This design comes from an exercise in tuning for small area, a short achievable clock period and few clock cycles per item on the open sky130 flow, not from production work.
At most, simulation tests tie the RTL to the original design; equivalence was not proved.
The flow treats the clock pin as an ideal source. Dropping or thinning the clock tree relies on that and would not hold on a real chip.
Power is estimated from default activity; no workload was simulated.

== the previous run ==
Design sw_top, start of the top module:
module sw_top (
    input  logic                clk,
    input  logic                rst,
    input  logic                i_sym_valid,
    input  sw_pkg::base_t       i_sym,
    input  logic                i_res_credit,
    output logic                o_sym_credit,
    output logic                o_res_valid,
    output sw_pkg::score_t      o_res_score,
    output logic [3-1:0]   o_res_row,
    output logic [4-1:0]   o_res_col
);
Size in the first run: roughly 970 cells after synthesis, about 120 flip-flops, about 23 I/O pins, ~0.0077 mm2 of cells after synthesis.
==> module sw_top, before the edit <==
module sw_top (
    input  logic                clk,
    input  logic                rst,
    input  logic                i_sym_valid,
    input  sw_pkg::base_t       i_sym,
    input  logic                i_res_credit,
    output logic                o_sym_credit,
    output logic                o_res_valid,
    output sw_pkg::score_t      o_res_score,
    output logic [3-1:0]   o_res_row,
    output logic [4-1:0]   o_res_col
);
    localparam int NQ = 8;
    localparam int NR = 16;
    localparam int ND = NQ + NR - 1;     
    logic       in_v;
    logic [1:0] in_b;
    logic       is_ref;                  
    logic [2:0] qi;                      
    logic [4:0] d;                       
    logic       step;
    logic       drain;
    always_ff @(posedge clk or posedge rst) begin
        if (rst) in_v <= 1'b0;
        else     in_v <= i_sym_valid;
    end
    always_ff @(posedge clk) begin
        in_b <= i_sym;
    end
    assign drain = (d >= 5'(NR)) && (d != 5'(ND));
    assign step  = (in_v && is_ref) || drain;
    always_ff @(posedge clk or posedge rst) begin
        if (rst) begin
            is_ref <= 1'b0;
            qi     <= '0;
            d      <= '0;
        end else begin
            if (in_v && !is_ref) qi <= qi + 1'b1;
            if (in_v && !is_ref && qi == 3'(NQ - 1)) is_ref <= 1'b1;
            if (in_v && is_ref && d == 5'(NR - 1))   is_ref <= 1'b0;
            if (step)               d <= d + 1'b1;
            else if (d == 5'(ND))   d <= '0;
        end
    end
    function automatic int hw(input int row);
        int mx;
        mx = 2 * (row + 1);
        hw = $clog2(mx + 1);
    endfunction
    logic [1:0] base_c [NQ+1];
    logic [4:0] h_c    [NQ+1];           
    logic [NQ-1:0] valid;
    assign base_c[0] = in_b;
    assign h_c[0]    = '0;
    for (genvar i = 0; i < NQ; i++) begin : g_pe
        localparam int W  = hw(i);
        localparam int WU = (i == 0) ? 1 : hw(i - 1);
        logic [W-1:0] h;
        logic [4:0] dmi;
        assign dmi      = d - 5'(i);
        assign valid[i] = !dmi[4];
        sw_pe #(.ROW(i), .W(W), .WU(WU)) u_pe (
            .clk      (clk),
            .rst      (rst),
            .i_step   (step),
            .i_valid  (valid[i]),
            .i_q_we   (in_v && !is_ref && (qi == 3'(i))),
            .i_q_base (in_b),
            .i_base   (base_c[i]),
            .i_h_up   (h_c[i][WU-1:0]),
            .o_base   (base_c[i+1]),
            .o_h      (h)
        );
        assign h_c[i+1] = 5'(h);
    end
    logic       first;               
    logic       done;                
    logic [3:0] dl;                  
    logic [4:0] run_s;
    logic [2:0] run_r;
    logic [3:0] run_c;
    logic [4:0] b_s;
    logic [2:0] b_r;
    logic [3:0] b_c;
    function automatic logic gt5(input logic [4:0] a, input logic [4:0] b);
        logic g;
        g = 1'b0;
        for (int k = 0; k < 5; k++) g = (a[k] & ~b[k]) | ((a[k] | ~b[k]) & g);
        gt5 = g;
    endfunction
    assign first = (d == 5'd1);
    assign done  = (d == 5'(ND));
    assign dl    = 4'(d - 1'b1);
    always_comb begin
        logic [4:0]    s0;
        logic [NQ-1:0] c1;               
        logic [NQ-1:0] c2;               
        logic [NQ-1:0] sel;
        logic [2:0]    r;
        logic          win;
        logic          keep;
        s0 = first ? 5'd0 : run_s;
        for (int i = 0; i < NQ; i++) begin
            c1[i] = gt5(h_c[i+1], s0);
            c2[i] = c1[i] && (h_c[i+1][0] == s0[0]);
        end
        sel = (c2 != '0) ? c2 : c1;
        r = '0;
        for (int i = NQ - 1; i >= 0; i--) begin
            if (sel[i]) r = 3'(i);
        end
        win  = (c1 != '0);
        keep = !first && !win;
        b_s  = ({5{win}} & (s0 + ((c2 != '0) ? 5'd2 : 5'd1))) | ({5{keep}} & run_s);
        b_r  = ({3{win}} & r)                                   | ({3{keep}} & run_r);
        b_c  = ({4{win}} & (dl - 4'(r)))                        | ({4{keep}} & run_c);
    end
    always_ff @(posedge clk) begin
        run_s <= b_s;
        run_r <= b_r;
        run_c <= b_c;
    end
    logic       rv;
    logic [3:0] spare;
    always_ff @(posedge clk) begin
        rv <= done;
    end
    assign o_res_valid = rv;
    assign o_res_score = sw_pkg::score_t'({3'b000, run_s});
    assign o_res_row   = run_r;
    assign o_res_col   = run_c;
    logic [2:0] owed;                    
    logic [2:0] avail;
    logic       allow;                   
    logic       give;
    logic       osc;
    assign avail = owed + {2'b0, in_v};
    assign allow = is_ref && (d == 5'(NQ + NR - 5 - NQ) + {2'b0, owed});
    assign give  = (avail != '0) && (!allow || (spare != '0));
    always_ff @(posedge clk or posedge rst) begin
        if (rst) begin
            owed  <= '0;
            spare <= '0;
        end else begin
            owed  <= avail - {2'b0, give};
            spare <= spare + {3'b0, i_res_credit} - {3'b0, give && allow};
        end
    end
    always_ff @(posedge clk) begin
        osc <= give;
    end
    assign o_sym_credit = osc;
endmodule
clock: 22.0 ns
lec_check: 0
abc_area: 1
cap_margin: 20
core_margin: 2
core_utilization: 60
slew_margin: 20
standard.sh (not shown) runs the stock make flow with config.mk's settings and CLKGATE_MAP_FILE= SYNTH_SCRIPT=/design/flow/synth_recipe.tcl, a recipe that flattens the netlist after the stock synthesis.
==> flow/flow/run.sh <==
#!/bin/bash
# Standard ORFS layout with these changes: the port buffers are buf_2 instead
# of the default delay-cell buffer; after clock tree synthesis, flow/post_cts.tcl
# replaces the tree with a smaller two-level one (flow/clock_tree.tcl); timing
# repair aims for 16.8 ns of setup slack.
set -o pipefail
bash standard.sh \
  'BUFFER_PORTS_ARGS=-buffer_cell sky130_fd_sc_hd__buf_2' \
  'CTS_ARGS=-sink_clustering_enable -repair_clock_nets -dont_use_dummy_load' \
  "POST_CTS_TCL=$PWD/flow/post_cts.tcl" \
  SETUP_SLACK_MARGIN=16.8 \
  finish > standard.log 2>&1
Other scripts of this flow, unchanged in this note and not shown: flow/flow/clock_tree.tcl, flow/flow/post_cts.tcl
Relative to the previous run, the following input files were edited for the current run:
diff --git a/flow/design.v b/flow/design.v
--- a/flow/design.v
+++ b/flow/design.v
@@ -101,11 +101,8 @@
     logic [4:0] d;                       
     logic       step;
     logic       drain;
-    always_ff @(posedge clk or posedge rst) begin
-        if (rst) in_v <= 1'b0;
-        else     in_v <= i_sym_valid;
-    end
-    always_ff @(posedge clk) begin
+    always_ff @(posedge clk) begin
+        in_v <= i_sym_valid;
         in_b <= i_sym;
     end
     assign drain = (d >= 5'(NR)) && (d != 5'(ND));
@@ -178,8 +175,6 @@
         logic [NQ-1:0] c2;               
         logic [NQ-1:0] sel;
         logic [2:0]    r;
-        logic          win;
-        logic          keep;
         s0 = first ? 5'd0 : run_s;
         for (int i = 0; i < NQ; i++) begin
             c1[i] = gt5(h_c[i+1], s0);
@@ -190,11 +185,20 @@
         for (int i = NQ - 1; i >= 0; i--) begin
             if (sel[i]) r = 3'(i);
         end
-        win  = (c1 != '0);
-        keep = !first && !win;
-        b_s  = ({5{win}} & (s0 + ((c2 != '0) ? 5'd2 : 5'd1))) | ({5{keep}} & run_s);
-        b_r  = ({3{win}} & r)                                   | ({3{keep}} & run_r);
-        b_c  = ({4{win}} & (dl - 4'(r)))                        | ({4{keep}} & run_c);
+        if (first) begin
+            b_s = '0;
+            b_r = '0;
+            b_c = '0;
+        end else begin
+            b_s = run_s;
+            b_r = run_r;
+            b_c = run_c;
+        end
+        if (c1 != '0) begin
+            b_s = s0 + ((c2 != '0) ? 5'd2 : 5'd1);
+            b_r = r;
+            b_c = dl - 4'(r);
+        end
     end
     always_ff @(posedge clk) begin
         run_s <= b_s;
@@ -221,14 +225,13 @@
     always_ff @(posedge clk or posedge rst) begin
         if (rst) begin
             owed  <= '0;
+            osc   <= 1'b0;
             spare <= '0;
         end else begin
             owed  <= avail - {2'b0, give};
+            osc   <= give;
             spare <= spare + {3'b0, i_res_credit} - {3'b0, give && allow};
         end
-    end
-    always_ff @(posedge clk) begin
-        osc <= give;
     end
     assign o_sym_credit = osc;
 endmodule
[summary]
- Path length in cells of the critical path: the previous run vs the current run identical
- Compared with the previous run, the current run improves total die area.
- Number of instances in the synthesized netlist of the current run falls short of that of the previous run slightly.
- Sort the previous run and the current run by clock network fraction of design power, ascending, and the previous run comes first.
- The current run leaves less setup margin than the previous run.
Testbench counts of the current run, summed over its fixed seeds: cycles 9,296, jobs 384.
For the previous run, only the layout was checked, not whether the RTL still works. In every run of this note, the design's own scripts or RTL, not TritonCTS, make the clock network.

[what the ideal ports hide]
How much do the figures lean on ideal ports? The routed layouts below were timed once more, with nothing changed but the port constraints.
Step 1: set_driving_cell puts a clkbuf_16 on clk and a buf_2 on each other input, an assumption about the parent block.
Step 2 moves the port delays by t, midway between the first and last clock arrival at a register: inputs arrive t later, outputs are due t later. That takes back most of the time a late clock gives input paths.
Slacks: no drivers / after step 1 / after step 2; pairs: no drivers / after step 1.
| run | shift t [ns] | slack for setup (ns) | worst register clock-pin slew, ns | worst slew at a driven data input, ns | cell pins on the clock port's net |
|---|---|---|---|---|---|
| the previous run | 0.345 | 16.818 / 16.764 / 16.688 | 0.11 / 0.11 | 0.03 | 2 |
| the current run | 0.346 | 16.746 / 16.693 / 16.646 | 0.11 / 0.11 | 0.03 | 2 |
After both steps every run listed still meets setup and hold. For the previous run, which loses most, drivers alone change the setup slack by -0.054 ns; drivers and shift together by -0.130 ns.
